This is an optimization exercise on Yosys and OpenROAD, whose aim is small area and a short achievable clock period, not a production implementation.
RTL that was checked went through simulation tests only; none was proved equivalent to the original.
Function not checked in runs 1 and 2: the RTL went through the layout flow alone.
Power is estimated from default activity; no workload was simulated.

File: design/flow/run.sh
#!/bin/bash
# synth_recipe.tcl (not shown) runs the flow's synth.tcl, then flattens the netlist and writes it again
# the make line also repeats each setting of config.mk as NAME=value (left out here)
make -C /OpenROAD-flow-scripts/flow DESIGN_CONFIG=/design/flow/config.mk WORK_HOME=/design/flow/orfs CLKGATE_MAP_FILE= SYNTH_SCRIPT=/design/flow/synth_recipe.tcl finish
File: design/flow/config.mk
export PLATFORM = sky130hd
export DESIGN_NAME = instruction_fetch_unit
export DESIGN_NICKNAME = instruction_fetch_unit
export VERILOG_FILES = /design/flow/design.v
export SDC_FILE = /design/flow/constraint.sdc
export NUM_CORES = 4
export LEC_CHECK = 0
export ABC_CLOCK_PERIOD_IN_PS = 2300
export CAP_MARGIN = 20
export CELL_PAD_IN_SITES_DETAIL_PLACEMENT = 1
export CORE_MARGIN = 2
export CORE_UTILIZATION = 45
export CTS_CLUSTER_DIAMETER = 80
export CTS_CLUSTER_SIZE = 24
export SETUP_SLACK_MARGIN = 2.6
export SLEW_MARGIN = 20
export SYNTH_HIERARCHICAL = 1
File: design/flow/constraint.sdc
create_clock -name core_clock -period 5.0 [get_ports {clk}]
set_input_delay 1.0000 -clock core_clock [delete_from_list [all_inputs] [get_ports {clk}]]
set_output_delay 1.0000 -clock core_clock [all_outputs]
set_load 0.01 [all_outputs]
File: design/flow/design.v
module instruction_fetch_unit #(
  parameter int MEM_DEPTH = 64,
  parameter int ADDR_W    = 6
) (
  input  logic              clk,
  input  logic              reset,
  input  logic              Load_En,
  input  logic [31:0]       Load_Data,
  input  logic              Start,
  input  logic              Stall,
  output logic [31:0]       Instruction_Code,
  output logic [ADDR_W-1:0] Instr_Addr,
  output logic              Instr_Valid,
  output logic [ADDR_W:0]   Prog_Len,
  output logic              Load_Full,
  output logic              Done
);
  logic              run_q, done_q;
  logic [ADDR_W:0]   len_q;
  logic              nz_q;      
  logic [ADDR_W-1:0] addr_q;
  logic              last_q;    
  logic              phase_q;   
  logic [31:0]       code_q;
  logic [MEM_DEPTH-1:0][31:0] ring;
  logic              vld_o, done_o;
  logic [ADDR_W:0]   len_o;
  logic [ADDR_W-1:0] addr_o;
  logic idle, full, load, start, adv, fin, hold, take;
  assign idle  = !run_q && !done_q;
  assign full  = len_q[ADDR_W];
  assign load  = idle && Load_En && !full;
  assign start = !reset && ((idle && !Load_En && Start && nz_q) || (done_q && Start));
  assign adv   = !reset && run_q && !Stall && !last_q;
  assign fin   = run_q && !Stall && last_q;
  assign hold  = !reset && run_q && Stall;
  assign take  = start || adv;
  logic [31:0] wdata;
  assign wdata = (idle && Load_En) ? (Load_Data ^ {32{phase_q}}) : ring[0];
  logic [MEM_DEPTH-1:0] eq, eq1, gt, ge1;
  always_comb begin
    for (int p = 0; p < MEM_DEPTH; p++) begin
      eq[p]  = (len_q == (ADDR_W+1)'(p));
      eq1[p] = (len_q == (ADDR_W+1)'(p + 1));
      gt[p]  = (len_q >  (ADDR_W+1)'(p + 1));
      ge1[p] = (len_q >  (ADDR_W+1)'(p));
    end
  end
  logic [MEM_DEPTH-1:0][31:0] ring_n, ring_d;
  assign ring_n = {32'b0, ring[MEM_DEPTH-1:1]};
  for (genvar g = 0; g < MEM_DEPTH; g++) begin : g_slot
    logic hd, sh, wr;
    ifu_slot_ctrl u_ctrl (
      .load(load), .take(take), .eq(eq[g]), .eq1(eq1[g]), .gt(gt[g]), .ge1(ge1[g]),
      .hd(hd), .sh(sh), .wr(wr)
    );
    ifu_slot_gate u_gate (
      .hd(hd), .sh(sh), .wr(wr),
      .q(ring[g]), .n(ring_n[g]), .w(wdata),
      .d(ring_d[g])
    );
  end
  always_ff @(posedge clk) ring <= ring_d;
  always_ff @(posedge clk) begin
    phase_q <= reset ? 1'b0 : !phase_q;
    code_q  <= ({32{take}} & (ring[0] ^ {32{phase_q}})) | ({32{hold}} & code_q);
    if (reset) begin
      run_q  <= 1'b0;
      done_q <= 1'b0;
      len_q  <= '0;
      nz_q   <= 1'b0;
      addr_q <= '0;
      last_q <= 1'b0;
      vld_o  <= 1'b0;
      done_o <= 1'b0;
      len_o  <= '0;
      addr_o <= '0;
    end else begin
      if (load) begin
        len_q <= len_q + (ADDR_W+1)'(1);
        len_o <= len_o + (ADDR_W+1)'(1);
        nz_q  <= 1'b1;
      end
      if (start) begin
        run_q  <= 1'b1;
        done_q <= 1'b0;
        vld_o  <= 1'b1;
        done_o <= 1'b0;
        addr_q <= '0;
        addr_o <= '0;
        last_q <= (len_q == (ADDR_W+1)'(1));
      end else if (adv) begin
        addr_q <= addr_q + ADDR_W'(1);
        addr_o <= addr_o + ADDR_W'(1);
        last_q <= (({1'b0, addr_q} + (ADDR_W+1)'(2)) == len_q);
      end else if (fin) begin
        run_q  <= 1'b0;
        done_q <= 1'b1;
        vld_o  <= 1'b0;
        done_o <= 1'b1;
      end
    end
  end
  assign Instruction_Code = code_q;
  assign Instr_Addr       = addr_o;
  assign Instr_Valid      = vld_o;
  assign Prog_Len         = len_o;
  assign Load_Full        = len_o[ADDR_W];
  assign Done             = done_o;
endmodule
module ifu_slot_ctrl (
  input  logic load,
  input  logic take,
  input  logic eq,
  input  logic eq1,
  input  logic gt,
  input  logic ge1,
  output logic hd,
  output logic sh,
  output logic wr
);
  assign wr = (load & eq) | (take & eq1);
  assign sh = take & gt;
  assign hd = !((load & eq) | (take & ge1));
endmodule
module ifu_slot_gate (
  input  logic        hd,
  input  logic        sh,
  input  logic        wr,
  input  logic [31:0] q,
  input  logic [31:0] n,
  input  logic [31:0] w,
  output logic [31:0] d
);
  assign d = ~(({32{hd}} & q) | ({32{sh}} & n) | ({32{wr}} & w));
endmodule
==> reports/results.txt, run 1 <==
The run gives 0.121 as the portion of total power attributed to combinational logic. The tools report the post-placement worst setup slack as 652 ps. The headroom to the max-slew limit was 0.446.

The run gives 0 ps as the total negative slack for setup checks. The run gives 102 as the number of buffers added by the clock tree synthesis step. Entering global routing, the biggest net connects 65 pins.

In the final layout, the multi-input gates occupy 26600 sq um. The area share of fa/ha/maj cells after synthesis was 0.00137. The cell leakage power was 27.9 nW; the clock transition time at the flip-flop clock pins of the worst setup and hold paths was 110 ps.

Across the run, the number of max-cap violations was 0. The share of the synthesized netlist area taken by xor and xnor gates works out to 0.0107. Clock tree synthesis found a total of 2111 sinks. The placed instances occupy a cell area of 73500 sq um. The tools report the first-pass iteration count of the detailed router as 14. The logs give 85 for the number of top-level design ports and 343000 microns for the wire length of the first global-routing pass.

The number of buffers between clock root and the deepest sink came out at 3. Die outline width: 407 microns. The endpoint of the worst hold-timing path is ring[790].

The worst hold path begins at ring[822]. The switching portion of total power works out to 0.273. The worst reg2reg path startpoint is len_q[1]. The top cell types in the final layout, fill and taps aside, are 2070 x dfxtp_1, 2048 x a222oi_1, 147 x buf_4.

The count of nets left with antenna violations once routing finished came out at 0. The critical path is of the flop to flop type. The layout overhead on the synthesized area was 10.0%. After global routing the overflow that remains totals 0. The cell depth of the worst min-delay path came out at 1. The maximum fanout along the worst path is 12, and the number of diodes added for antenna fixing is 0.

TritonCTS built the clock tree. The cell count after synthesis came out at 5512. The worst register-to-register path ends at ring[1846]. Counting cells, the worst reg-to-reg path comes to 9. Share of the synthesized area in the top cell type: 0.579. The run gives 0.499 as the share of the core filled with cells in the final layout.

The share of synthesized registers carrying an async set or reset came out at 0. Static timing analysis puts the maximum clock frequency at 389 MHz. In the post-synthesis netlist, the biggest area contributors are dfxtp_1 58%, a222oi_1 28%, buf_6 6.0%.

On the critical path the largest part of the delay comes from compound AO/OA/AOI/OAI gates. The power per cell area was 395 nW/um^2; the maximum ir drop on the vdd rail was 279 uV. The first routing iteration left 13780 violations.

For the pin with the worst max-slew slack, the measured transition is 831 ps. The shortest clock period the worst path allows after layout was 2570 ps; the proportion of power drawn by flip-flops and latches was 0.578. The floorplan step set the die height to 407 microns. The internal portion of the total power is 23.0 mW. For the count of unique library cells instantiated by Yosys, the log shows 56. The source-to-sink clock delay at the later pin of the worst-skew pair came out at 790 ps. After floorplanning, the core was sized to cover 161000 sq um. Number of fillers in the final layout: 15960.

STA classifies the critical path endpoint as a flop. In this run the tool buffered the top-level ports with 84 buffer cells. The final estimated routing congestion in global placement came out at 0.851. At the worst endpoint, the arrival time is 3230 ps.

Flip-flop and latch count after synthesis: 2111. The initial antenna violation count is 1. The largest family of logic cells by synthesized area is compound AO/OA/AOI/OAI gates. For the worst setup path, the data required time is 5660 ps. The final number of max-transition violations came out at 0. Setup repair after global routing could not meet its margin everywhere. The largest total area in the synthesized netlist belongs to dfxtp_1. The sequential-to-total area share from yosys stat was 0.579; the number of global-route vias before repair was 57493.

Post-route clock skew: 53.0 ps. STA classifies the critical path startpoint as a flop. In this run the clock root is driven by a clkbuf_16. Final layout net count: 5519. The logs give 7 for the number of synthesis warnings and 0 for the number of DRC violations after detailed routing.

Dividing the detail-routed via count by the number of cells gives 7.65. The tools report the power share of the clock group as 0.301. After detailed routing, the total wire length is 236000 microns.

The share of post-route cells with drive strength above 1 was 0.159. The finished cells cover 80200 sq um. In this run the number of H-tree levels came out at 3.

The post-synthesis instance area was 72900 sq um. Leaving out fill and tap cells, the most frequent cell in the layout is dfxtp_1. The run gives 0 as the number of setup violations in the final report. The share of synthesized area spent on multiplexers came out at 0.000412. The worst min-delay path category is flop to flop. The logs give 2430 ps for the worst-case setup margin in the final layout and 8.66 mW for the net switching power of the design. Counting flops with a built-in enable in the synthesized netlist gives 0.

The initial core utilization was 0.454. The flow ran to the end and the layout has no timing, DRC or antenna violations. The HPWL after detailed placement is 129000 microns.

Each instance of the synthesized netlist takes up on average 13.2 sq um. Traced cell by cell, the critical path runs through inv_2 -> ha_4 -> nor2_1 -> nor2_4 -> o21ai_1 -> a22oi_2 -> buf_6 -> buf_4 -> a222oi_1. The synthesized-area fraction occupied by ao, oa, aoi and oai cells is 0.307, and the global-route total usage across every layer is 0.255. The cell row count was 147. Across the whole layout, storage elements account for 42300 sq um. On the worst path, the slowest cell contributes a delay of 420 ps. The largest individual stage delay along the critical path comes from the cell dfxtp_2. The via count of the routed design was 58663. The final hold violation count was 0. In the final routed layout, each cell accounts on average for 30.8 microns. The ratio of final minimum period to clock period is 0.514, and the worst hold margin is 433 ps. The internal reg-to-reg setup slack came out at 2430 ps. The most frequently used flop master after synthesis is dfxtp_1. The number of buffers and inverters on the critical path is 3. The area fraction in and, or, nand and nor cells after synthesis is 0.0244. The die covers 165000 sq um.
==> state kept, by name, indices dropped and copies added, names as in the netlist <==
name	count
done_o	1
code_q	32
ring	2048
addr_o	6
len_q	7
addr_q	6
vld_o	1
nz_q	1
phase_q	1
len_o	7
last_q	1
==> what timing repair did <==
action                     4_1_cts  5_1_grt
hold buffers                     0        0
setup endpoints to repair     2108     1979
cloned                          12       39
pin swaps                       21       91
resized for setup              398      281
buffers inserted                88       64
==> per-module statistics from Yosys, one instance, submodules excluded <==
module	area, sq um	copies in the design	flops+latches	cells
instruction_fetch_unit	45600	1	2111	2696
ifu_slot_gate	403	64	0	41
ifu_slot_ctrl	23.8	64	0	3
==> how the worst max path moves through the flow <==
stage	startpoint	endpoint	slack (ps)	cells past startpoint
3_3_place_gp	Load_En	ring[1246]	760	7
4_1_cts	len_q[6]	ring[1115]	2580	7
6_report	len_q[1]	ring[1846]	2430	9
3_5_place_dp	Load_En	ring[1246]	650	7
2_1_floorplan	Load_En	ring[100]	2160	7
5_1_grt	len_q[3]	ring[1197]	2370	8
==> power by group through the flow <==
stage               registers, mW  logic [mW]  clock network (mW)
floorplan                    18.4        2.03                   0
finish                       18.3        3.84                9.54
global route                 18.4        3.99                10.3
CTS                          18.3        3.66                9.66
global placement             18.6        3.42                   0
detailed placement           18.6        3.51                   0
==> synthesized netlist by cell type (7+ instances only) <==
master    count
buf_6       386
xnor2_1      43
buf_2       204
o21ai_0      34
and2_2       64
nand2_1      54
nor3_1       15
or3_1         7
clkbuf_1     33
buf_1         8
a22oi_1      65
dfxtp_1    2111
nand3_1      11
nor2b_1      10
inv_1         8
a22o_1       96
ha_1          8
a222oi_1   2048
a21oi_1      57
nand4_1       9
nor2_1      136
xor2_1       46
==> stage by stage <==
stage	total power, mW	cells
6_report	31.7	7669
3_5_place_dp	22.2	7327
5_1_grt	32.6	7669
4_1_cts	31.6	7566
3_3_place_gp	22.0	7314
2_1_floorplan	20.4	5543
==> logic make-up after synthesis <==
group	Yosys count
compound gates	2312
flops	2111
buf+inv	645
simple gates	343
xor+xnor	89
fa+ha+maj	8
mux	3
other cells	1
==> area by class of cell <==
type,instances,area share
well taps,2160,0.0337
repair buffers,452,0.0692
flip-flops and latches,2111,0.528
multi-input cells,2797,0.331
clock buffers,117,0.0337
inverters,10,0.000593
clock inverters,22,0.00384
==> per-layer routing <==
metal | global-route usage | vias up | part of all wire
li1 | - | 24894 | -
met1 | 0.331 | 30413 | 0.41
met2 | 0.434 | 2866 | 0.49
met3 | 0.0363 | 490 | 0.075
met4 | 0.0864 | 0 | 0.032
met5 | 0 | - | 0
==> worst register-to-register path, cell delays in order (launching register included) <==
cell      delay [ps]
dfxtp_2          420
inv_2            110
ha_4             250
nor2_1           260
nor2_4           110
o21ai_1          390
a22oi_2          170
buf_6            190
buf_4            150
a222oi_1         400
==> run 2, diff against run 1 <==
--- a/design/flow/design.v
+++ b/design/flow/design.v
@@ -23,2 +23,5 @@
   logic              phase_q;   
+  logic              load_q;    
+  logic              rot_q;     
+  logic [31:0]       data_q;    
   logic [31:0]       code_q;
@@ -38,12 +41,21 @@
   logic [31:0] wdata;
-  assign wdata = (idle && Load_En) ? (Load_Data ^ {32{phase_q}}) : ring[0];
-  logic [MEM_DEPTH-1:0] eq, eq1, gt, ge1;
+  assign wdata = load_q ? (data_q ^ {32{phase_q}}) : ring[0];
+  logic [31:0] head;
+  always_comb begin
+    if (load_q && (len_q == (ADDR_W+1)'(1)))
+      head = data_q;
+    else if (rot_q)
+      head = ring[1] ^ {32{phase_q}};
+    else
+      head = ring[0] ^ {32{phase_q}};
+  end
+  logic [MEM_DEPTH-1:0] eq1, gt;
   always_comb begin
     for (int p = 0; p < MEM_DEPTH; p++) begin
-      eq[p]  = (len_q == (ADDR_W+1)'(p));
       eq1[p] = (len_q == (ADDR_W+1)'(p + 1));
       gt[p]  = (len_q >  (ADDR_W+1)'(p + 1));
-      ge1[p] = (len_q >  (ADDR_W+1)'(p));
     end
   end
+  logic act_q;
+  assign act_q = load_q || rot_q;
   logic [MEM_DEPTH-1:0][31:0] ring_n, ring_d;
@@ -53,3 +65,3 @@
     ifu_slot_ctrl u_ctrl (
-      .load(load), .take(take), .eq(eq[g]), .eq1(eq1[g]), .gt(gt[g]), .ge1(ge1[g]),
+      .act(act_q), .rot(rot_q), .eq1(eq1[g]), .gt(gt[g]),
       .hd(hd), .sh(sh), .wr(wr)
@@ -65,3 +77,6 @@
     phase_q <= reset ? 1'b0 : !phase_q;
-    code_q  <= ({32{take}} & (ring[0] ^ {32{phase_q}})) | ({32{hold}} & code_q);
+    code_q  <= ({32{take}} & head) | ({32{hold}} & code_q);
+    load_q  <= load && !reset;
+    rot_q   <= take;
+    data_q  <= Load_Data;
     if (reset) begin
@@ -111,8 +126,6 @@
 module ifu_slot_ctrl (
-  input  logic load,
-  input  logic take,
-  input  logic eq,
+  input  logic act,
+  input  logic rot,
   input  logic eq1,
   input  logic gt,
-  input  logic ge1,
   output logic hd,
@@ -121,5 +134,5 @@
 );
-  assign wr = (load & eq) | (take & eq1);
-  assign sh = take & gt;
-  assign hd = !((load & eq) | (take & ge1));
+  assign wr = act & eq1;
+  assign sh = rot & gt;
+  assign hd = !(wr | sh);
 endmodule
==> run 2 against run 1 <==
  * Largest cell class unchanged
  * Highest routed layer is now met5
  * Core utilization shrank 1.3 points
  * Clock skew decreased by 12 ps
  * Worst setup slack better by 1.0 ps
  * Sequential share of layout area up 1.1 points
==> reports/results.txt, run 2 <==
The flow ran to the end and the layout has no timing, DRC or antenna violations. The power per cell area was 421 nW/um^2 (+6.5%); the required time of the worst setup path was 5670 ps (about the same). The number of fillers in the final layout came out at 16391 (+2.7%). The post-route antenna net violation count is 0 (unchanged). The number of buffers added by the clock tree synthesis step came out at 106 (+3.9%).

Quantity of hold-fixing buffers added after cts: 0 (unchanged). By instance count, the leading cell after synthesis is dfxtp_1. The overall power after layout is 33.6 mW (+6.1%), and the sequential-to-total area share from yosys stat is 0.578 (-0.00112). The worst endpoint data arrival time is 3240 ps (about the same), and the slew at the pin with the worst max-slew slack is 855 ps (+24.3 ps). The final hold violation count is 0 (unchanged), and the share of synthesized registers carrying an async set or reset is 0 (unchanged). For the number of global-route vias before repair, the log shows 57903 (+0.71%).

For the count of unique library cells instantiated by Yosys, the log shows 48 (-14%). The logs give 58000 (-1.1%) for the via count of the routed design and 7 (unchanged) for the number of synthesis warnings. The headroom to the max-slew limit was 0.427 (-0.0190). The total global routing overflow is 0 (unchanged), and the sum of net half-perimeters after detailed placement is 128000 microns (-1.2%).

The run gives 0.898 (+5.5%) as the final estimated routing congestion in global placement. The root buffer selected by CTS is clkbuf_16. The final design instance area without fill was 79900 sq um (-0.40%); the internal reg-to-reg setup slack was 2430 ps (about the same).

Number of DRC violations after detailed routing: 0 (unchanged). STA classifies the critical path startpoint as a flop. The number of sinks on the clock net was 2145 (+1.6%). Among all flip-flop cells after synthesis, the most frequent one is dfxtp_1.

The post-route clock skew was 40.7 ps (-12.3 ps). The logs give 3 (unchanged) for the H-tree depth and 3 (unchanged) for the number of buffers between clock root and the deepest sink. The pin count of the biggest net entering global routing was 134 (+110%); the post-synthesis instance area was 74300 sq um (+1.8%). The post-detailed-route wirelength per cell came out at 28.8 microns (-6.6%).

The shortest clock period the worst path allows after layout is 2570 ps (-1.00 ps). The worst hold path belongs to the class flop to flop. The critical path's largest stage delay came out at 470 ps (+50 ps).

Most common cell after layout, fill and taps aside: dfxtp_1. The flip-flop and latch count after synthesis works out to 2145 (+1.6%). TritonCTS built the clock tree. The number of max-capacitance violations reported came out at 0 (unchanged).

The run gives 43000 sq um (+1.6%) as the footprint of the flip-flops and latches. The initial antenna violation count came out at 4 (+3). The floorplan die area is 168000 sq um (+1.8%). Register ranked first by flip-flop count: ring. The tools report the worst reg2reg path startpoint as len_q[6]. The via density per instance is 7.48 (-2.2%). The setup path with the least slack is of type flop to flop. The number of flip-flops in the largest register came out at 2048 (unchanged). The share of post-route cells with drive strength above 1 is 0.151 (-0.00767), and the combined area of the multi-input logic cells is 27200 sq um (+2.2%). The tools report the final layout net count as 5568 (+0.89%). The top cell types in the final layout, fill and taps aside, are 2115 x dfxtp_1, 2048 x a222oi_1, 189 x buf_4.

The tools report the post-detailed-placement cell area as 74200 sq um (+1.0%). The tools report the initial core utilization as 0.452 (-0.00213). Ratio of final minimum period to clock period: 0.514 (about the same). For hold timing, the worst endpoint is ring[894].

The tools report the first-pass iteration count of the detailed router as 17 (+3). After synthesis, the cell types taking the most area are dfxtp_1 58%, a222oi_1 28%, buf_6 5.9%. The die height was 410 microns (+0.89%). On the critical path, the stage with the largest delay is an instance of nor3_2. The die outline width was 410 microns (+0.89%). Setup repair after global routing could not meet its margin everywhere.

The endpoint of the worst-slack reg-to-reg timing path was ring[99]. The depth of the worst register-to-register path is 7 (-2). The run gives 0 (unchanged) as the final number of max-transition violations. The wire length of the first global-routing pass came out at 338000 microns (-1.5%). Most area-hungry cell type in the Yosys netlist: dfxtp_1. The number of top-level design ports came out at 85 (unchanged). The initial DRC count is 13661 (-0.86%). The logs give 0.245 (-0.00998) for the global-route total usage across every layer and 0 ps (unchanged) for the total negative slack for setup checks. The number of setup violations in the final report was 0 (unchanged). The launch point of the worst hold path is ring[926].

The maximum ir drop on the vdd rail came out at 388 uV (+39%). The cell type with the highest occurrence count on the critical path is buf_4. The run gives 770 ps (-20 ps) as the source-to-sink clock delay at the later pin of the worst-skew pair.

Maximum fanout along the worst path: 30 (+18). The cell depth of the worst min-delay path works out to 1 (unchanged). The run gives 223000 microns (-5.6%) as the total wire length.

STA classifies the critical path endpoint as a flop. The signal on the critical path passes through buf_6 -> nor3_2 -> buf_4 -> nand2_1 -> and2_2 -> buf_4 -> a222oi_1. The number of input and output port buffers inserted came out at 84 (unchanged). For the maximum clock frequency, the log shows 389 MHz (about the same). From synthesis to final layout, the design area changed by 7.63%. By count the netlist is led by 2145 x dfxtp_1, 2048 x a222oi_1, 386 x buf_6. The share of the synthesized area in the top cell type was 0.578 (-0.00112); the cell leakage power was 28.2 nW (+1.3%). In the final layout, the registers with the most flip-flops are ring: 2048 flops, code_q: 32 flops, data_q: 32 flops. The synthesized area per cell was 13.2 sq um (-0.29%). The placeable core area was 164000 sq um (+2.3%); the clock transition time at the flip-flop clock pins of the worst setup and hold paths was 100 ps (about the same). The cell row count is 149 (+1.4%). The number of enable flip-flop cells after synthesis works out to 0 (unchanged). The synthesized instance count came out at 5628 (+2.1%).
[run 2: cell count changes in the layout (fill, tap and decap cells not counted), sizes merged, moves of 20 or more]
| cell | change |
|---|---|
| a22o | -96 |
| buf | -59 |
| mux2i | +64 |
| o21ai | +28 |
| dfxtp | +34 |
| nand2 | +30 |
| and2 | +51 |
| clkbuf | -20 |
| xor2 | -30 |
| xnor2 | +31 |
[run 2: repair_timing]
action,CTS,global route
gates resized for setup,467,135
setup endpoints to repair,2142,1836
pin swaps,29,48
buffers inserted,87,43
cloned,10,2
[run 2: per-stage QoR]
| step | instances | utilization | setup slack (ps) | hold slack, ps |
|---|---|---|---|---|
| global route | 7746 | 0.486 | 2330 | 443 |
| CTS | 7701 | 0.481 | 2490 | 437 |
| finish | 7749 | 0.486 | 2430 | 441 |
| floorplan | 5659 | - | 1660 | 419 |
| global placement | 7448 | 0.450 | 1480 | 426 |
| detailed placement | 7463 | 0.451 | 1370 | 433 |
[run 2: cells by family (layout without fill, tap and decap cells)]
kind of cell	count (synthesis)	in the layout	share of synthesized area
compound gates	2248	2256	0.297
flops	2145	2145	0.578
buf+inv	648	535	0.0759
simple gates	422	425	0.0282
xor+xnor	90	90	0.0106
mux	67	67	0.00903
fa+ha+maj	7	7	0.00118
other cells	1	35	0.0000505
[run 2: worst max-delay path, delay by kind of cell (launching register included)]
family | cells | cell delay [ps]
flip-flops | 1 | 360
buffers and inverters | 3 | 720
AO/OA/AOI/OAI | 1 | 300
AND/OR/NAND/NOR | 3 | 1080
[run 2: per-module statistics from Yosys (local to each module, per instance)]
module | flip-flops and latches | cell area, sq um
ifu_slot_ctrl | 0 | 25.0
instruction_fetch_unit | 2145 | 46900
ifu_slot_gate | 0 | 403
[run 2: worst max path at each step]
| stage | from | end | slack [ps] | depth (start not counted) |
|---|---|---|---|---|
| after floorplan | rot_q | ring[1013] | 1660 | 6 |
| after global placement | len_q[1] | ring[656] | 1480 | 7 |
| after detailed placement | len_q[4] | ring[1078] | 1370 | 6 |
| after CTS | len_q[3] | ring[1924] | 2490 | 8 |
| after global routing | len_q[6] | ring[99] | 2330 | 7 |
| final | len_q[6] | ring[99] | 2430 | 7 |
[run 2: power by group]
part	internal [mW]	switching (mW)
Combinational	1.59	3.90
Clock	4.07	5.56
Sequential	17.9	0.581
Total	23.6	10.0
[run 2: layout make-up]
class / count / area share
inverter: 9 / 0.000579
sequential: 2145 / 0.538
multi-input combinational: 2877 / 0.340
clock inverter: 25 / 0.00384
timing repair buffer: 385 / 0.0485
clock buffer: 116 / 0.0344
tap: 2189 / 0.0343
antenna: 3 / 0.0000939
[run 2: metal layers]
| metal | wire (microns) | share of wire | GRT usage | up-vias |
|---|---|---|---|---|
| met3 | 14200 | 0.064 | 0.0297 | 340 |
| met5 | 13 | 0.000058 | 0 | - |
| met2 | 111000 | 0.50 | 0.423 | 2263 |
| met4 | 5210 | 0.023 | 0.0763 | 2 |
| met1 | 92500 | 0.42 | 0.319 | 30402 |
| li1 | - | - | - | 24993 |
==> run 3, diff against run 2 <==
--- a/design/flow/design.v
+++ b/design/flow/design.v
@@ -44,3 +44,3 @@
   always_comb begin
-    if (load_q && (len_q == (ADDR_W+1)'(1)))
+    if (load_q && mlo_oh[0] && mhi_oh[0])
       head = data_q;
@@ -51,13 +51,6 @@
   end
-  logic [MEM_DEPTH-1:0] eq1, gt;
-  always_comb begin
-    for (int p = 0; p < MEM_DEPTH; p++) begin
-      eq1[p] = (len_q == (ADDR_W+1)'(p + 1));
-      gt[p]  = (len_q >  (ADDR_W+1)'(p + 1));
-    end
-  end
+  logic [7:0] mlo_oh, mhi_oh, mlo_gt, mhi_gt;
   logic act_q;
   assign act_q = load_q || rot_q;
-  logic [MEM_DEPTH-1:0][31:0] ring_n, ring_d;
-  assign ring_n = {32'b0, ring[MEM_DEPTH-1:1]};
+  logic [MEM_DEPTH-1:0][31:0] ring_d;
   for (genvar g = 0; g < MEM_DEPTH; g++) begin : g_slot
@@ -65,10 +58,19 @@
     ifu_slot_ctrl u_ctrl (
-      .act(act_q), .rot(rot_q), .eq1(eq1[g]), .gt(gt[g]),
+      .act(act_q), .rot(rot_q),
+      .lo_oh(mlo_oh[g%8]), .hi_oh(mhi_oh[g/8]), .lo_gt(mlo_gt[g%8]), .hi_gt(mhi_gt[g/8]),
       .hd(hd), .sh(sh), .wr(wr)
     );
-    ifu_slot_gate u_gate (
-      .hd(hd), .sh(sh), .wr(wr),
-      .q(ring[g]), .n(ring_n[g]), .w(wdata),
-      .d(ring_d[g])
-    );
+    if (g < MEM_DEPTH - 1) begin : g_mid
+      ifu_slot_gate u_gate (
+        .hd(hd), .sh(sh), .wr(wr),
+        .q(ring[g]), .n(ring[g+1]), .w(wdata),
+        .d(ring_d[g])
+      );
+    end else begin : g_end
+      ifu_end_gate u_gate (
+        .hd(hd), .wr(wr),
+        .q(ring[g]), .w(wdata),
+        .d(ring_d[g])
+      );
+    end
   end
@@ -81,2 +83,21 @@
     data_q  <= Load_Data;
+    if (reset) begin
+      mlo_oh <= '0;
+      mhi_oh <= '0;
+      mlo_gt <= '0;
+      mhi_gt <= '0;
+    end else if (load) begin
+      if (!nz_q) begin
+        mlo_oh <= 8'd1;
+        mhi_oh <= 8'd1;
+      end else if (mlo_oh[7]) begin
+        mlo_oh <= 8'd1;
+        mlo_gt <= '0;
+        mhi_oh <= {mhi_oh[6:0], 1'b0};
+        mhi_gt <= {mhi_gt[6:0], 1'b1};
+      end else begin
+        mlo_oh <= {mlo_oh[6:0], 1'b0};
+        mlo_gt <= {mlo_gt[6:0], 1'b1};
+      end
+    end
     if (reset) begin
@@ -128,4 +149,6 @@
   input  logic rot,
-  input  logic eq1,
-  input  logic gt,
+  input  logic lo_oh,
+  input  logic hi_oh,
+  input  logic lo_gt,
+  input  logic hi_gt,
   output logic hd,
@@ -134,4 +157,4 @@
 );
-  assign wr = act & eq1;
-  assign sh = rot & gt;
+  assign wr = act & lo_oh & hi_oh;
+  assign sh = rot & (hi_gt | (hi_oh & lo_gt));
   assign hd = !(wr | sh);
@@ -149 +172,10 @@
 endmodule
+module ifu_end_gate (
+  input  logic        hd,
+  input  logic        wr,
+  input  logic [31:0] q,
+  input  logic [31:0] w,
+  output logic [31:0] d
+);
+  assign d = ~(({32{hd}} & q) | ({32{wr}} & w));
+endmodule
==> run 3 against run 2 <==
  * Routed wire length grew 3.5%
  * Critical path type unchanged
  * Global-route usage is essentially flat
  * Register-to-register slack gained 140 ps
  * Largest power group unchanged
  * Still clean
  * First-iteration DRC count grew 0.12%
==> reports/results.txt, run 3 <==
The number of setup violations in the final report was 0 (unchanged). The headroom to the max-slew limit is 0.353 (-0.0743). The floorplan die area was 169000 sq um (+0.44%); the number of global-route vias before repair was 57639 (-0.46%).

The initial antenna violation count came out at 5 (+1). The maximum fanout along the worst path is 34 (+13%). The library cell used most frequently in the layout, excluding fill and tap cells, is dfxtp_1. The required time of the worst setup path was 5610 ps (-60 ps).

The largest registers in the layout are ring: 2048 flops, code_q: 32 flops, data_q: 32 flops. From synthesis to final layout, the design area changed by 5.68%. The post-detailed-route wirelength per cell came out at 30.2 microns (+4.9%). The post-route clock skew came out at 38.6 ps (-2.08 ps).

Launch point of the worst hold path: ring[1182]. Number of top-level design ports: 85 (unchanged). The number of buffers added by the clock tree synthesis step was 110 (+3.8%); the number of sinks on the clock net was 2177 (+1.5%). Setup repair after global routing could not meet its margin everywhere. The most critical setup path has its startpoint at rot_q.

The maximum ir drop on the vdd rail was 315 uV (-19%); the number of flip-flops in the largest register was 2048 (unchanged). For the initial DRC count, the log shows 13678 (+0.12%). The power per cell area came out at 402 nW/um^2 (-4.4%). The overall power after layout came out at 31.7 mW (-5.7%).

The run gives 28.5 nW (+0.83%) as the cell leakage power. Leaving out fill and tap cells, the most frequent cells in the layout are 2125 x dfxtp_1, 2016 x a222oi_1, 123 x nor2_1. Slew at the pin with the worst max-slew slack: 970 ps (+116 ps). For the total negative slack for setup checks, the log shows 0 ps (unchanged). The shortest clock period the worst path allows after layout is 2430 ps (-139 ps), and the via count of the routed design is 58076 (+0.13%). The run gives 13 (-4) as the first-pass iteration count of the detailed router. Post-route antenna net violation count: 0 (unchanged). The final hold violation count came out at 0 (unchanged). In this design, the largest share of critical-path delay is due to compound AO/OA/AOI/OAI gates.

The worst endpoint data arrival time is 3040 ps (-200 ps), and the number of diodes added for antenna fixing is 0 (-3). For the number of buffers between clock root and the deepest sink, the log shows 3 (unchanged). Ranked by flip-flop count, first place goes to ring. The total global routing overflow is 0 (unchanged), and the post-placement cell count is 7403 (-0.80%).

The source-to-sink clock delay at the later pin of the worst-skew pair is 790 ps (+20 ps). The final number of max-transition violations was 0 (unchanged); the number of DRC violations after detailed routing was 0 (unchanged). The critical path's largest stage delay is 730 ps (+260 ps). The worst hold margin is 444 ps (+3.23 ps).

The worst setup path endpoint was ring[1718]. STA classifies the critical path endpoint as a flop. Final layout net count: 5454 (-2.0%). The number of max-capacitance violations reported is 0 (unchanged), and the via density per instance is 7.59 (+1.4%). The cell with the biggest individual delay on the critical path was a21oi_2.

The share of post-route cells with drive strength above 1 was 0.122 (-0.0288). The die outline width is 411 microns (+0.22%). Final instance count without filler cells: 7649 (-1.3%). Final estimated routing congestion in global placement: 0.763 (-15%).

The clock transition time at the flip-flop clock pins of the worst setup and hold paths was 100 ps (about the same); the cell depth of the worst min-delay path was 1 (unchanged). The worst register-to-register path ends at ring[1718]. The signal on the critical path passes through or2_4 -> buf_12 -> and3_4 -> a21oi_2 -> a222oi_1. The kind of launch point of the worst setup path was a flop. The cell sitting at the root of the clock tree is a clkbuf_16. The quantity of hold-fixing buffers added after cts came out at 0 (unchanged).

The number of input and output port buffers inserted works out to 84 (unchanged). The flow ran to the end and the layout has no timing, DRC or antenna violations. The worst hold path belongs to the class flop to flop.

Post-placement worst setup slack: 1730 ps (+358 ps). The internal reg-to-reg setup slack was 2570 ps (+140 ps). For the total wire length, the log shows 231000 microns (+3.5%). Number of synthesis warnings: 7 (unchanged).

For the wire length of the first global-routing pass, the log shows 339000 microns (+0.36%). The logs give 0.245 (+0.000294) for the global-route total usage across every layer and 74600 sq um (+0.44%) for the post-synthesis instance area. The logs give 3 (unchanged) for the H-tree depth and 165000 sq um (+0.23%) for the placeable core area.

The maximum clock frequency came out at 411 MHz (+5.7%). The worst register-to-register path begins at rot_q. For the initial core utilization, the log shows 0.453 (+0.000967). The number of stages on the worst setup path is 5 (-2).

For the sum of net half-perimeters after detailed placement, the log shows 126000 microns (-1.2%). Cell row count: 149 (unchanged). The number of buffers and inverters on the critical path is 1 (-2). The number of fillers in the final layout was 16478 (+0.53%); the synthesized area per cell was 13.2 sq um (+0.17%). TritonCTS built the clock tree. The pin count of the biggest net entering global routing is 72 (-46%), and the synthesized instance count is 5643 (+0.27%). The category of the critical setup timing path was flop to flop. The depth of the worst register-to-register path came out at 5 (-2).

Ratio of final minimum period to clock period: 0.487 (-0.0277). The worst-case setup margin in the final layout came out at 2570 ps (+139 ps). The die height is 411 microns (+0.22%).
-- run 3: where the power goes --
| part | leakage [nW] | switching [mW] | internal, mW |
|---|---|---|---|
| sequential | 18.3 | 0.200 | 17.5 |
| clock | 1.65 | 5.81 | 4.38 |
| combinational | 8.49 | 3.03 | 0.762 |
-- run 3: worst min-delay path by stage --
stage / endpoint
5_1_grt: ring[1961]
3_3_place_gp: ring[2014]
4_1_cts: ring[1150]
3_5_place_dp: ring[1534]
2_1_floorplan: ring[1022]
6_report: ring[1150]
-- run 3: cell type report --
class	instances	area, sq um	area share
Sequential cell	2177	43700	0.554
Clock inverter	34	434	0.00551
Inverter	12	45.0	0.000571
Clock buffer	126	2930	0.0371
Multi-Input combinational cell	2879	26900	0.341
Timing Repair Buffer	232	2120	0.0269
Tap cell	2189	2740	0.0347
-- run 3: repair_timing --
action | 4_1_cts | 5_1_grt
setup endpoints to repair | 2136 | 1546
buffers inserted | 16 | 17
cloned | 18 | 35
gates resized for setup | 363 | 43
pin swaps | 2 | 7
-- run 3: per-stage QoR --
stage / instance area [sq um] / utilization
finish: 78800 / 0.478
detailed placement: 74100 / 0.450
CTS: 78200 / 0.475
global placement: 74000 / 0.449
global route: 78800 / 0.478
floorplan: 74700 / -
-- run 3: layer usage --
metal / vias up / routed length, microns / global-route usage
met5: - / 13 / 0
met4: 2 / 4990 / 0.0680
met3: 303 / 17600 / 0.0293
met2: 2530 / 111000 / 0.425
met1: 30349 / 96700 / 0.322
li1: 24892 / - / -
==> run 4, diff against run 3 <==
--- a/design/flow/config.mk
+++ b/design/flow/config.mk
@@ -7,3 +7,3 @@
 export LEC_CHECK = 0
-export ABC_CLOCK_PERIOD_IN_PS = 2300
+export ABC_CLOCK_PERIOD_IN_PS = 2100
 export CAP_MARGIN = 20
@@ -14,3 +14,3 @@
 export CTS_CLUSTER_SIZE = 24
-export SETUP_SLACK_MARGIN = 2.6
+export SETUP_SLACK_MARGIN = 2.72
 export SLEW_MARGIN = 20
==> run 4 against run 3 <==
  * Core utilization rose by 0.60 points
  * Worst setup slack improved by 92 ps
  * Largest power group unchanged
  * Routed wire length rose by 4.4%
  * Count of clock-buffer cells in the layout did not move
  * Clock power barely moved
  * Maximum frequency rose by 3.9%
  * First-iteration DRC count rose by 5.3%
  * Hold slack barely moved
  * Via count rose by 1.6%
  * Final cell count rose by 1.0%
  * Critical path depth fell by 4
  * Power rose by 0.35%
==> reports/results.txt, run 4 <==
The portion of total power attributed to combinational logic was 0.122 (+0.002). The initial core utilization is 0.453 (unchanged). The run gives 5643 (unchanged) as the synthesized instance count. The run gives 2177 (unchanged) as the number of sinks on the clock net.

Leaving out fill and tap cells, the most frequent cells in the layout are 2109 x dfxtp_1, 2016 x a222oi_1, 149 x buf_4. The net switching power of the design was 9.08 mW (+0.57%). The register ranked first by flip-flop count was ring.

The post-detailed-route wirelength per cell is 31.2 microns (+3.3%), and the number of buffers between clock root and the deepest sink is 3 (unchanged). Via density per instance: 7.64 (+0.59%). The number of buffers added by the clock tree synthesis step came out at 110 (unchanged).

The logs give 5529 (+1.4%) for the final layout net count and 74600 sq um (unchanged) for the post-synthesis instance area. The die height is 411 microns (unchanged). The post-route antenna net violation count was 0 (unchanged); the share of post-route cells with drive strength above 1 was 0.137 (+0.0148). The source-to-sink clock delay at the later pin of the worst-skew pair is 800 ps (about the same). The run gives 4000 ps (-1610 ps) as the required time of the worst setup path.

Critical path endpoint category: a primary output. For the post-placement worst setup slack, the log shows 1730 ps (unchanged). Maximum ir drop on the vdd rail: 350 uV (+11%).

Most common cell after layout, fill and taps aside: dfxtp_1. The kind of launch point of the worst setup path is a flop. The tools report the quantity of hold-fixing buffers added after cts as 0 (unchanged).

The cell row count came out at 149 (unchanged). The H-tree depth is 3 (unchanged), and the power share of the clock group is 0.321 (about the same). The run gives 353000 microns (+4.2%) as the wire length of the first global-routing pass. The number of DRC violations after detailed routing was 0 (unchanged); the final hold violation count was 0 (unchanged). The shortest clock period the worst path allows after layout came out at 2340 ps (-91.5 ps). The number of top-level design ports was 85 (unchanged); the synthesized area per cell was 13.2 sq um (unchanged). The root buffer selected by CTS was clkbuf_16. Worst min-delay path category: flop to flop. The total wire length was 241000 microns (+4.4%); the initial DRC count was 14400 (+5.3%). The number of flip-flops in the largest register works out to 2048 (unchanged). Critical path's largest stage delay: 420 ps (-310 ps). The via count of the routed design was 59030 (+1.6%); the total negative slack for setup checks was 0 ps (unchanged). The final number of max-transition violations was 0 (unchanged); the proportion of power drawn by flip-flops and latches was 0.557 (-0.002).

The pin count of the biggest net entering global routing was 77 (+6.9%); the floorplan die area was 169000 sq um (unchanged). The total global routing overflow is 0 (unchanged). The sum of net half-perimeters after detailed placement is 126000 microns (unchanged), and the power per cell area is 399 nW/um^2 (-0.88%).

The global-route total usage across every layer is 0.259 (+0.0133). The logs give 58311 (+1.2%) for the number of global-route vias before repair and 1340 ps (-1700 ps) for the worst endpoint data arrival time. For the number of max-capacitance violations reported, the log shows 0 (unchanged).

The run gives 22.7 mW (+0.27%) as the internal power consumption. The run gives 0 (unchanged) as the number of setup violations in the final report. Die outline width: 411 microns (unchanged). The maximum clock frequency is 427 MHz (+3.9%). Traced cell by cell, the critical path runs through buf_6. The tools report the final estimated routing congestion in global placement as 0.763 (unchanged). The initial antenna violation count is 7 (+2). In the final layout, the registers with the most flip-flops are ring: 2048 flops, code_q: 32 flops, data_q: 32 flops. The run finished with no timing, DRC or antenna violations. The headroom to the max-slew limit was 0.360 (+0.00678). Number of buffers and inverters on the critical path: 1 (unchanged). The number of input and output port buffers inserted came out at 84 (unchanged). For the number of fillers in the final layout, the log shows 16423 (-0.33%). Category of the critical setup timing path: flop to primary output. The post-route clock skew is 46.7 ps (+8.06 ps). For the cell leakage power, the log shows 29.0 nW (+1.9%). Maximum fanout along the worst path: 2 (-94%). From synthesis to final layout, the design area changed by 7.00%.

The clock transition time at the flip-flop clock pins of the worst setup and hold paths is 90 ps (about the same), and the ratio of final minimum period to clock period is 0.468 (-0.0183). Broken down by cell family, the worst path's largest delay share belongs to flip-flops. The slew at the pin with the worst max-slew slack came out at 960 ps (-10.2 ps).

The cell with the biggest individual delay on the critical path is dfxtp_4. Number of synthesis warnings: 7 (unchanged). The worst-case setup margin in the final layout was 2660 ps (+91.5 ps); the switching portion of total power was 0.286 (+0.000607).

TritonCTS built the clock tree. The share of the core filled with cells in the final layout came out at 0.484 (+0.00595). Setup repair after global routing could not meet its margin everywhere. The first-pass iteration count of the detailed router came out at 15 (+2).

The placeable core area was 165000 sq um (unchanged).
==> run 4: final timing paths <==
check,depth (start not counted),endpoint,start,slack [ps]
worst max-delay path,1,Prog_Len[1],len_o[1],2660
worst min-delay path,1,ring[1150],ring[1182],440
worst max register to register,5,ring[1256],rot_q,2690
worst min register to register,1,ring[1150],ring[1182],440
==> run 4: timing repair <==
action / 4_1_cts / 5_1_grt
resized for setup: 513 / 37
setup endpoints to repair: 2146 / 1666
setup buffers: 51 / 28
pin swaps: 9 / 4
cloned: 53 / 29
==> run 4: power groups by stage <==
stage / registers (mW) / logic, mW / clock network, mW
6_report: 17.7 / 3.89 / 10.2
5_1_grt: 17.7 / 4.04 / 11.0
4_1_cts: 17.7 / 3.80 / 10.3
3_5_place_dp: 18.1 / 3.57 / 0
3_3_place_gp: 18.1 / 3.49 / 0
2_1_floorplan: 18.1 / 1.81 / 0
==> run 4: cell type report <==
cell class                 instances  area, sq um  share of cell area
inverter                          12         45.0            0.000564
timing repair buffer             279         2760              0.0345
clock buffer                     126         2930              0.0367
clock inverter                    34          434             0.00544
antenna                            5         12.5            0.000157
sequential                      2177        43700               0.548
tap                             2189         2740              0.0343
multi-input combinational       2907        27200               0.340
==> run 4: layer usage <==
metal	GRT usage	part of all wire	up-vias
met2	0.439	0.48	2743
met3	0.0293	0.078	347
li1	-	-	25101
met4	0.0784	0.024	2
met1	0.345	0.42	30837
met5	0	0.000046	-
==> run 4: stage by stage <==
step           hold WS, ps  instances  power, mW  area, sq um
6_report               444       7729       31.8        79800
3_5_place_dp           434       7403       21.7        74100
4_1_cts                443       7667       31.9        79100
3_3_place_gp           427       7403       21.6        74000
2_1_floorplan          419       5643       19.9        74700
5_1_grt                453       7725       32.8        79800
==> run 5, diff against run 4 <==
--- a/design/flow/config.mk
+++ b/design/flow/config.mk
@@ -14,3 +14,3 @@
 export CTS_CLUSTER_SIZE = 24
-export SETUP_SLACK_MARGIN = 2.72
+export SETUP_SLACK_MARGIN = 2.85
 export SLEW_MARGIN = 20
==> run 5 against run 4 <==
  * Still clean on timing, DRC and antenna
  * Clock skew grew 1.7 ps
  * Critical path depth is the same
  * Maximum frequency fell by 0.23%
  * Via count rose by 1.7%
  * Core utilization grew 0.62 points
  * Synthesized cell count did not move
  * Final cell count rose by 1.1%
  * Sequential power is essentially flat
  * Power rose by 0.77%
  * Combinational power up 5.1%
  * Critical path type unchanged
  * Critical endpoint unchanged
==> reports/results.txt, run 5 <==
The wire length of the first global-routing pass was 363000 microns (+2.9%). The largest registers in the layout are ring: 2048 flops, code_q: 32 flops, data_q: 32 flops. The run gives 1350 ps (about the same) as the worst endpoint data arrival time.

Post-route clock skew: 48.4 ps (+1.73 ps). The ratio of final minimum period to clock period works out to 0.469 (+0.00109). On the critical path, the stage with the largest delay is an instance of dfxtp_4. The flow ran to the end and the layout has no timing, DRC or antenna violations. For the post-route antenna net violation count, the log shows 0 (unchanged).

The combined area of the multi-input logic cells is 27300 sq um (+0.55%). The register ranked first by flip-flop count was ring. The run gives 149 (unchanged) as the cell row count. The power share of the clock group is 0.319 (-0.002). The run gives 0.453 (unchanged) as the initial core utilization. For the footprint of the flip-flops and latches, the log shows 43700 sq um (about the same). The run gives 126000 microns (unchanged) as the sum of net half-perimeters after detailed placement. The worst-case setup margin in the final layout is 2650 ps (-5.43 ps). The top cell types in the final layout, fill and taps aside, are 2103 x dfxtp_1, 2016 x a222oi_1, 197 x buf_4. The tools report the root buffer selected by CTS as clkbuf_16. The final estimated routing congestion in global placement is 0.763 (unchanged), and the final layout net count is 5613 (+1.5%). The critical path's largest stage delay works out to 420 ps (about the same). The number of global-route vias before repair is 59248 (+1.6%).

Leaving out fill and tap cells, the most frequent cell in the layout is dfxtp_1. The logs give 3 (unchanged) for the H-tree depth and 7403 (unchanged) for the post-placement cell count. Global-route total usage across every layer: 0.268 (+0.00952).

The worst hold path begins at ring[1182]. The clock transition time at the flip-flop clock pins of the worst setup and hold paths was 100 ps (about the same). The source-to-sink clock delay at the later pin of the worst-skew pair came out at 800 ps (about the same). For the worst hold margin, the log shows 441 ps (-3.58 ps).

Setup repair after global routing could not meet its margin everywhere. The critical path starts at len_o[1]. For the share of the core filled with cells in the final layout, the log shows 0.490 (+0.00616). The post-detailed-route wirelength per cell is 31.7 microns (+1.7%), and the quantity of hold-fixing buffers added after cts is 0 (unchanged). The category of the critical setup timing path is flop to primary output. Initial antenna violation count: 7 (unchanged).

Walking the worst path, the cells encountered are buf_6. For the total global routing overflow, the log shows 0 (unchanged). The initial DRC count is 15010 (+4.2%). The worst setup path is captured at a primary output.

The layout overhead on the synthesized area was 8.36%; the cell leakage power was 29.6 nW (+2.1%). The total wire length was 248000 microns (+2.8%). The power per cell area was 397 nW/um^2 (-0.50%). The net switching power of the design is 9.21 mW (+1.3%). The number of flip-flops in the largest register was 2048 (unchanged); the number of DRC violations after detailed routing was 0 (unchanged). The die outline width was 411 microns (unchanged); the shortest clock period the worst path allows after layout was 2350 ps (+5.43 ps). The switching portion of total power is 0.287 (+0.00164), and the final hold violation count is 0 (unchanged). The maximum fanout along the worst path is 2 (unchanged), and the number of buffers and inverters on the critical path is 1 (unchanged). The run gives 0 (unchanged) as the final number of max-transition violations.

The floorplan die area is 169000 sq um (unchanged). The portion of total power attributed to combinational logic is 0.128 (+0.006). The run gives 0.415 (+0.0548) as the headroom to the max-slew limit.

Broken down by cell family, the worst path's largest delay share belongs to flip-flops. The number of input and output port buffers inserted is 84 (unchanged), and the proportion of power drawn by flip-flops and latches is 0.553 (-0.004). The via density per instance was 7.68 (+0.60%).

For the required time of the worst setup path, the log shows 4000 ps (about the same). Pin count of the biggest net entering global routing: 67 (-13%). The tools report the via count of the routed design as 60036 (+1.7%).

Slew at the pin with the worst max-slew slack: 877 ps (-83.4 ps). The placeable core area came out at 165000 sq um (unchanged). The tools report the maximum ir drop on the vdd rail as 374 uV (+6.8%).

The post-placement worst setup slack came out at 1730 ps (unchanged). The share of post-route cells with drive strength above 1 came out at 0.151 (+0.0143). TritonCTS built the clock tree. The tools report the number of top-level design ports as 85 (unchanged). Synthesized area per cell: 13.2 sq um (unchanged). The number of synthesis warnings came out at 7 (unchanged). Kind of launch point of the worst setup path: a flop.

For the number of sinks on the clock net, the log shows 2177 (unchanged). The run gives 426 MHz (-0.23%) as the maximum clock frequency. Total negative slack for setup checks: 0 ps (unchanged).

The tools report the number of fillers in the final layout as 16372 (-0.31%). The startpoint identified for the worst register-to-register timing path is mlo_oh[4]. The worst hold path belongs to the class flop to flop. The number of buffers between clock root and the deepest sink is 3 (unchanged). The tools report the internal power consumption as 22.8 mW (+0.54%).

The number of max-capacitance violations reported was 0 (unchanged). The synthesized instance count is 5643 (unchanged). Die height: 411 microns (unchanged). The logs give 0 (unchanged) for the number of setup violations in the final report and 110 (unchanged) for the number of buffers added by the clock tree synthesis step. The first-pass iteration count of the detailed router was 13 (-2); the post-synthesis instance area was 74600 sq um (unchanged). The tools report the final instance count without filler cells as 7814 (+1.1%).
-- run 5: per-stage QoR --
stage,total power [mW],instance area (sq um)
after detailed placement,21.7,74100
after CTS,32.0,79800
after global routing,32.9,80800
final,32.1,80800
after global placement,21.6,74000
after floorplan,19.9,74700
-- run 5: cell type report --
type | count | area share
multi-input combinational | 2922 | 0.338
tap | 2189 | 0.0339
antenna | 6 | 0.000186
clock inverter | 34 | 0.00537
timing repair buffer | 348 | 0.0447
inverter | 12 | 0.000557
clock buffer | 126 | 0.0362
sequential | 2177 | 0.541
-- run 5: layer usage --
| metal | wire length, microns | track usage | part of all wire |
|---|---|---|---|
| met3 | 21000 | 0.0334 | 0.085 |
| met5 | 13 | 0 | 0.000053 |
| met4 | 6460 | 0.0858 | 0.026 |
| met2 | 118000 | 0.451 | 0.47 |
| met1 | 103000 | 0.358 | 0.41 |
-- run 5: repair_timing --
item                        CTS  global route
buffers inserted             77            71
resized for setup           575            39
gates cloned                 77            20
pin swaps                    11            11
setup endpoints to repair  2162          1428
-- run 5: path summary, 6_finish.rpt --
check                      to  slack, ps  depth (start not counted)
setup / recovery  Prog_Len[1]       2650                          1
setup reg to reg   ring[1438]       2810                          4
hold reg to reg    ring[1150]        440                          1
hold / removal     ring[1150]        440                          1
-- run 5: power groups by stage --
stage | registers [mW] | logic [mW] | clock network (mW)
detailed placement | 18.1 | 3.57 | 0
finish | 17.7 | 4.09 | 10.2
floorplan | 18.1 | 1.81 | 0
CTS | 17.7 | 3.93 | 10.3
global route | 17.7 | 4.21 | 11.0
global placement | 18.1 | 3.49 | 0
==> run 6, diff against run 5 <==
--- a/design/flow/design.v
+++ b/design/flow/design.v
@@ -28,3 +28,3 @@
   logic [MEM_DEPTH-1:0][31:0] ring;
-  logic              vld_o, done_o;
+  logic              vld_o, done_o, full_o;
   logic [ADDR_W:0]   len_o;
@@ -40,2 +40,3 @@
   assign take  = start || adv;
+  logic [7:0] mlo_oh, mhi_oh, mlo_gt, mhi_gt;
   logic [31:0] wdata;
@@ -51,3 +52,2 @@
   end
-  logic [7:0] mlo_oh, mhi_oh, mlo_gt, mhi_gt;
   logic act_q;
@@ -109,6 +109,2 @@
       last_q <= 1'b0;
-      vld_o  <= 1'b0;
-      done_o <= 1'b0;
-      len_o  <= '0;
-      addr_o <= '0;
     end else begin
@@ -116,3 +112,2 @@
         len_q <= len_q + (ADDR_W+1)'(1);
-        len_o <= len_o + (ADDR_W+1)'(1);
         nz_q  <= 1'b1;
@@ -122,6 +117,3 @@
         done_q <= 1'b0;
-        vld_o  <= 1'b1;
-        done_o <= 1'b0;
         addr_q <= '0;
-        addr_o <= '0;
         last_q <= (len_q == (ADDR_W+1)'(1));
@@ -129,3 +121,2 @@
         addr_q <= addr_q + ADDR_W'(1);
-        addr_o <= addr_o + ADDR_W'(1);
         last_q <= (({1'b0, addr_q} + (ADDR_W+1)'(2)) == len_q);
@@ -134,6 +125,9 @@
         done_q <= 1'b1;
-        vld_o  <= 1'b0;
-        done_o <= 1'b1;
       end
     end
+    len_o  <= reset ? '0 : len_q + (ADDR_W+1)'(load);
+    full_o <= !reset && (full || (load && (len_q[ADDR_W-1:0] == '1)));
+    addr_o <= (reset || start) ? '0 : addr_q + ADDR_W'(adv);
+    vld_o  <= !reset && (start || (run_q && !fin));
+    done_o <= !reset && (fin || (done_q && !start));
   end
@@ -143,3 +137,3 @@
   assign Prog_Len         = len_o;
-  assign Load_Full        = len_o[ADDR_W];
+  assign Load_Full        = full_o;
   assign Done             = done_o;
==> run 6 against run 5 <==
  * Sequential share of layout area shrank 0.11 points
  * Largest cell class unchanged
  * Clock power about the same
  * Combinational power increased by about 20%
  * Global-route usage grew 1.7 points
  * Still clean on timing, DRC and antenna
  * First-iteration DRC count up 8.0%
  * Count of clock-buffer cells in the layout down 8
  * Critical endpoint is now Instruction_Code[18]
  * Hold slack improved by 1.1 ps
  * Die area about the same
  * Sequential cell count rose by 3
  * Design area rose by 0.27%
==> reports/results.txt, run 6 <==
The global-route total usage across every layer is 0.285 (+0.0171), and the H-tree depth is 3 (unchanged). Leaving out fill and tap cells, the most frequent cells in the layout are 2115 x dfxtp_1, 2016 x a222oi_1, 210 x buf_4. The cell depth of the worst min-delay path came out at 1 (unchanged). The quantity of hold-fixing buffers added after cts came out at 0 (unchanged). The tools report the kind of launch point of the worst setup path as a flop. The cell leakage power is 29.8 nW (+0.63%). The endpoint of the worst-slack reg-to-reg timing path is ring[1636].

For the headroom to the max-slew limit, the log shows 0.390 (-0.0249). The sum of net half-perimeters after detailed placement was 139000 microns (+10%). The final instance count without filler cells was 7832 (+0.23%); the placeable core area was 165000 sq um (unchanged).

The via count of the routed design is 60865 (+1.4%), and the via density per instance is 7.77 (+1.1%). The tools report the total negative slack for setup checks as 0 ps (unchanged). The number of sinks on the clock net was 2180 (+0.14%).

The endpoint of the worst hold-timing path was ring[1220]. Worst endpoint data arrival time: 1260 ps (-90 ps). The critical path's largest stage delay is 360 ps (-60 ps), and the number of DRC violations after detailed routing is 0 (unchanged). The final estimated routing congestion in global placement is 0.907 (+19%).

The internal reg-to-reg setup slack was 2820 ps (about the same); the final number of max-transition violations was 0 (unchanged). The worst setup path is of the flop to primary output kind. The logs give 16215 (+8.0%) for the initial DRC count and 169000 sq um (about the same) for the floorplan die area. The area growth from synthesis to layout is 8.59%.

The run gives 43800 sq um (about the same) as the footprint of the flip-flops and latches. The maximum fanout along the worst path works out to 2 (unchanged). The required time of the worst setup path came out at 4000 ps (about the same). The slew at the pin with the worst max-slew slack came out at 915 ps (+38.5 ps). Traced cell by cell, the critical path runs through buf_6.

The logs give 7418 (+0.20%) for the post-placement cell count and 17 (+4) for the first-pass iteration count of the detailed router. For the wire length of the first global-routing pass, the log shows 381000 microns (+4.7%). Clock tree synthesis selected as its root buffer the cell clkbuf_16. The share of post-route cells with drive strength above 1 is 0.156 (+0.00444). The run gives 0 (unchanged) as the post-route antenna net violation count.

The initial antenna violation count was 18 (+11); the post-route clock skew was 73.2 ps (+24.7 ps). The post-detailed-route wirelength per cell came out at 33.7 microns (+6.4%). The number of setup violations in the final report is 0 (unchanged), and the depth of the worst register-to-register path is 6 (+2).

Number of input and output port buffers inserted: 84 (unchanged). The run finished with no timing, DRC or antenna violations. The power per cell area is 402 nW/um^2 (+1.3%).

Worst min-delay path category: flop to flop. The run gives 264000 microns (+6.6%) as the total wire length. The largest registers in the layout are ring: 2048 flops, code_q: 32 flops, data_q: 32 flops.

Setup repair after global routing could not meet its margin everywhere. The run gives 5643 (+0.53%) as the final layout net count. The number of buffers between clock root and the deepest sink came out at 3 (unchanged).

Counting flops per register, the top entry is ring. The logs give 83 (+24%) for the pin count of the biggest net entering global routing and 0.453 (about the same) for the initial core utilization. STA classifies the critical path endpoint as a primary output. The maximum clock frequency is 442 MHz (+3.8%).

The clock transition time at the flip-flop clock pins of the worst setup and hold paths works out to 90 ps (about the same). The die outline width works out to 411 microns (about the same). The number of buffers and inverters on the critical path came out at 1 (unchanged).

The run gives 58416 (-1.4%) as the number of global-route vias before repair. Grouping stages by cell kind, the critical path spends the most delay in flip-flops. The tools report the cell row count as 149 (unchanged). The tools report the worst hold margin as 442 ps (+1.06 ps).

The startpoint identified for the worst register-to-register timing path is load_q. The launch point of the worst hold path was ring[1252]. The die height came out at 411 microns (about the same).

The ratio of final minimum period to clock period came out at 0.452 (-0.0172). The final hold violation count came out at 0 (unchanged). The total global routing overflow is 0 (unchanged), and the number of top-level design ports is 85 (unchanged). Number of flip-flops in the largest register: 2048 (unchanged). The number of buffers added by the clock tree synthesis step came out at 107 (-2.7%). The logs give 0 (unchanged) for the number of max-capacitance violations reported and 5636 (-0.12%) for the synthesized instance count. TritonCTS built the clock tree. The combined area of the multi-input logic cells is 27200 sq um (-0.35%).

Number of synthesis warnings: 7 (unchanged). The shortest clock period the worst path allows after layout works out to 2260 ps (-86.2 ps). The synthesized area per cell is 13.2 sq um (+0.18%). Number of fillers in the final layout: 16393 (+0.13%).

The cell with the biggest individual delay on the critical path is dfxtp_2. Maximum ir drop on the vdd rail: 311 uV (-17%). The post-synthesis instance area came out at 74600 sq um (about the same). The most common cell after layout, fill and taps aside was dfxtp_1. For the source-to-sink clock delay at the later pin of the worst-skew pair, the log shows 790 ps (about the same).
-- run 6: what timing repair did --
item | in CTS | in global routing
gates resized for setup | 509 | 83
endpoints found under the setup margin | 2183 | 1572
setup buffers | 66 | 104
pin swaps | 25 | 20
gates cloned | 69 | 22
-- run 6: routing by layer --
metal,vias up,share of wire,wire (microns),track usage
met3,517,0.098,26000,0.0490
met4,22,0.033,8810,0.120
li1,25328,-,-,-
met5,-,0.00044,116,0.00170
met2,3481,0.47,125000,0.463
met1,31517,0.40,105000,0.375
-- run 6: layout make-up --
class / count / area share
repair buffers: 393 / 0.0509
repair inverters: 1 / 0.000108
flip-flops and latches: 2180 / 0.540
clock inverters: 24 / 0.00392
multi-input cells: 2903 / 0.336
inverters: 13 / 0.000757
well taps: 2189 / 0.0338
clock buffers: 118 / 0.0342
diodes: 11 / 0.000340
-- run 6: worst max path at each step --
stage / startpoint / end / slack (ps) / cells after the start
after floorplan: rot_q / ring[1077] / 2200 / 7
after global placement: Load_En / len_o[4] / 1330 / 8
after detailed placement: Load_En / len_o[4] / 1290 / 8
after CTS: code_q[25] / Instruction_Code[25] / 2710 / 1
after global routing: code_q[8] / Instruction_Code[8] / 2730 / 1
final: code_q[18] / Instruction_Code[18] / 2740 / 1
-- run 6: stage by stage --
| step | area (sq um) | utilization | setup WS [ps] | total power, mW |
|---|---|---|---|---|
| after floorplan | 74800 | - | 2200 | 20.0 |
| after global placement | 74200 | 0.450 | 1330 | 22.2 |
| after detailed placement | 74300 | 0.451 | 1290 | 22.3 |
| after CTS | 79500 | 0.482 | 2710 | 32.3 |
| after global routing | 81000 | 0.492 | 2730 | 33.4 |
| final | 81000 | 0.492 | 2740 | 32.6 |
-- run 6: where the power goes --
part	internal, mW	switching [mW]
clock network	4.14	5.73
registers	17.6	0.230
logic	1.18	3.71
total	22.9	9.67
==> run 7, diff against run 6 <==
--- a/design/flow/config.mk
+++ b/design/flow/config.mk
@@ -11,3 +11,3 @@
 export CORE_MARGIN = 2
-export CORE_UTILIZATION = 45
+export CORE_UTILIZATION = 48
 export CTS_CLUSTER_DIAMETER = 80
==> run 7 against run 6 <==
  * Largest cell class unchanged
  * Hold slack got worse by 12 ps
  * Worst setup slack got worse by 94 ps
  * Sequential share of layout area fell by 0.33 points
  * Highest routed layer unchanged
  * Combinational power fell by 5.9%
  * Design area rose by 0.72%
  * Synthesized area did not move
  * Final cell count fell by 1.4%
==> reports/results.txt, run 7 <==
The run finished with no timing, DRC or antenna violations. The number of synthesis warnings came out at 7 (unchanged). TritonCTS built the clock tree.

The number of global-route vias before repair was 59660 (+2.1%); the shortest clock period the worst path allows after layout was 2350 ps (+94.3 ps). The worst endpoint data arrival time is 1350 ps (+90 ps). The via density per instance works out to 8.00 (+2.9%).

The internal power consumption came out at 23.1 mW (+0.69%). The H-tree depth is 3 (unchanged). STA classifies the critical path endpoint as a primary output.

Setup repair after global routing could not meet its margin everywhere. The tools report the post-route clock skew as 59.8 ps (-13.4 ps). Maximum fanout along the worst path: 1 (-1). The tools report the total wire length as 271000 microns (+2.8%). The total negative slack for setup checks was 0 ps (unchanged). The category of the critical setup timing path was flop to primary output.

For the number of top-level design ports, the log shows 85 (unchanged). The placeable core area came out at 154000 sq um (-6.4%). The run gives 0.316 (+0.013) as the power share of the clock group. STA classifies the critical path startpoint as a flop. Cell leakage power: 30.1 nW (+0.82%). The run gives 0 (unchanged) as the quantity of hold-fixing buffers added after cts. The tools report the start point of the critical path as len_o[4].

The share of post-route cells with drive strength above 1 is 0.160 (+0.00384). The run gives 0.140 (-0.010) as the portion of total power attributed to combinational logic. Ranked by flip-flop count, first place goes to ring.

The cell with the biggest individual delay on the critical path is dfxtp_4. The run gives 81600 sq um (+0.72%) as the final design instance area without fill.

The floorplan die area was 159000 sq um (-6.2%); the depth of the worst register-to-register path was 6 (unchanged). The global-route total usage across every layer is 0.310 (+0.0249). The run gives 9.73 mW (+0.63%) as the net switching power of the design.

The maximum clock frequency came out at 425 MHz (-4.0%). The total global routing overflow came out at 0 (unchanged). The maximum ir drop on the vdd rail was 398 uV (+28%). The die outline width came out at 398 microns (-3.1%). The post-detailed-placement cell area was 74100 sq um (-0.33%).

The number of fillers in the final layout was 15136 (-7.7%); the cell row count was 144 (-3.4%). The number of max-capacitance violations reported was 0 (unchanged); the pin count of the biggest net entering global routing was 88 (+6.0%). The sum of net half-perimeters after detailed placement is 132000 microns (-5.4%), and the synthesized instance count is 5636 (unchanged). The clock transition time at the flip-flop clock pins of the worst setup and hold paths is 100 ps (about the same), and the worst hold margin is 430 ps (-11.7 ps). The post-detailed-route wirelength per cell is 35.1 microns (+4.2%), and the critical path's largest stage delay is 440 ps (+80 ps). The cell class contributing the biggest share of worst-path delay is flip-flops. For the final number of max-transition violations, the log shows 0 (unchanged).

In the layout the commonest cells are 2107 x dfxtp_1, 2016 x a222oi_1, 219 x buf_4. Wire length of the first global-routing pass: 384000 microns (+1.0%). The post-synthesis instance area was 74600 sq um (unchanged); the cell depth of the worst min-delay path was 1 (unchanged). The initial DRC count is 16321 (+0.65%), and the number of buffers and inverters on the critical path is 1 (unchanged). The die height is 398 microns (-3.1%). The number of stages on the worst setup path works out to 1 (unchanged). The footprint of the flip-flops and latches is 43800 sq um (+0.11%). The worst min-delay path category was flop to flop. The tools report the initial core utilization as 0.484 (+0.0310).

The number of buffers added by the clock tree synthesis step came out at 111 (+3.7%). The post-route antenna net violation count was 0 (unchanged). Most common cell after layout, fill and taps aside: dfxtp_1.

The run gives 5670 (+0.48%) as the final layout net count. The slew at the pin with the worst max-slew slack is 1040 ps (+127 ps). The number of sinks on the clock net is 2180 (unchanged), and the via count of the routed design is 61790 (+1.5%). The tools report the combined area of the multi-input logic cells as 27600 sq um (+1.4%). For the source-to-sink clock delay at the later pin of the worst-skew pair, the log shows 810 ps (+20 ps). The required time of the worst setup path came out at 4000 ps (about the same). The tools report the number of setup violations in the final report as 0 (unchanged). Walking the worst path, the cells encountered are buf_6. For the number of buffers between clock root and the deepest sink, the log shows 3 (unchanged).

The internal reg-to-reg setup slack is 2740 ps (-80 ps), and the power per cell area is 402 nW/um^2 (about the same). The initial antenna violation count was 11 (-7); the number of input and output port buffers inserted was 84 (unchanged). The logs give 0.529 (+0.0375) for the share of the core filled with cells in the final layout and 15 (-2) for the first-pass iteration count of the detailed router. The run gives 0 (unchanged) as the number of DRC violations after detailed routing.

For the headroom to the max-slew limit, the log shows 0.305 (-0.0846). Layout overhead on the synthesized area: 9.37%. The number of flip-flops in the largest register works out to 2048 (unchanged). The tools report the endpoint of the worst-slack reg-to-reg timing path as ring[3].

The root buffer selected by CTS was clkbuf_16. The worst setup path endpoint is Prog_Len[4]. The ratio of final minimum period to clock period came out at 0.471 (+0.0189). The final hold violation count was 0 (unchanged). The switching portion of total power was 0.297 (about the same); the proportion of power drawn by flip-flops and latches was 0.544 (-0.003). The largest registers in the layout are ring: 2048 flops, code_q: 32 flops, data_q: 32 flops. The worst reg2reg path startpoint was rot_q. The synthesized area per cell was 13.2 sq um (unchanged); the final estimated routing congestion in global placement was 0.830 (-8.5%).
[run 7: area by class of cell]
| cell class | count | area share |
|---|---|---|
| antenna | 8 | 0.000245 |
| clock buffer | 119 | 0.0348 |
| clock inverter | 40 | 0.00613 |
| inverter | 13 | 0.000920 |
| multi-input combinational | 2925 | 0.338 |
| sequential | 2180 | 0.537 |
| tap | 2044 | 0.0313 |
| timing repair buffer | 394 | 0.0514 |
| timing repair inverter | 1 | 0.000199 |
[run 7: routing by layer]
metal	part of all wire	track usage	vias to the layer above
li1	-	-	25442
met1	0.39	0.406	31912
met2	0.47	0.510	3777
met3	0.096	0.0497	649
met4	0.043	0.130	10
met5	0.00025	0	-
[run 7: through the flow]
stage / instances / worst slack [ps] / power (mW)
2_1_floorplan: 5636 / 2200 / 20.0
3_3_place_gp: 7247 / 1520 / 22.0
3_5_place_dp: 7250 / 1500 / 22.1
4_1_cts: 7571 / 2640 / 32.4
5_1_grt: 7716 / 2600 / 33.6
6_report: 7724 / 2650 / 32.8
[run 7: how the worst min path moves through the flow]
stage / startpoint / to / slack, ps
finish: ring[862] / ring[830] / 430
global route: ring[862] / ring[830] / 460
CTS: ring[1534] / ring[1502] / 430
detailed placement: ring[1086] / ring[1054] / 430
global placement: ring[862] / ring[830] / 430
floorplan: ring[1054] / ring[1022] / 420
[run 7: what timing repair did]
action	in CTS	in global routing
setup endpoints to repair	2171	1768
pin swaps	13	14
endpoints found under the hold margin	0	0
cloned	96	21
gates resized for setup	524	77
buffers inserted	66	124
[run 7: power groups by stage]
stage | clock network (mW) | logic [mW] | registers [mW]
floorplan | 0 | 1.91 | 18.1
global placement | 0 | 3.75 | 18.2
detailed placement | 0 | 3.85 | 18.2
CTS | 10.4 | 4.18 | 17.8
global route | 11.1 | 4.69 | 17.9
finish | 10.3 | 4.60 | 17.8

==> separate check: timing with driven ports <==
The results above use ideal ports. As a check the final layouts listed here were re-extracted and re-timed, cells and wires unchanged.
Step 1, drivers: a clkbuf_16 drives clk and a buf_2 each remaining input, both assumed.
Step 2 times the ports against the registers' clock, not the clock port: input delays grow and output delays shrink by t, the midpoint of the rising clock arrivals with the driver on.
a / b / c = no drivers / after step 1 / after step 2; a / b = the first two.
run	t, ns	setup WS [ns]
run 1	0.840	2.428 / 2.428 / 1.673
run 2	0.843	2.429 / 2.429 / 1.897
run 3	0.861	2.567 / 2.560 / 1.951
run 4	0.862	2.659 / 2.572 / 2.032
run 5	0.867	2.653 / 2.568 / 2.282
run 6	0.841	2.740 / 2.657 / 2.253
run 7	0.861	2.645 / 2.561 / 2.055
After both steps every run listed still meets setup and hold.
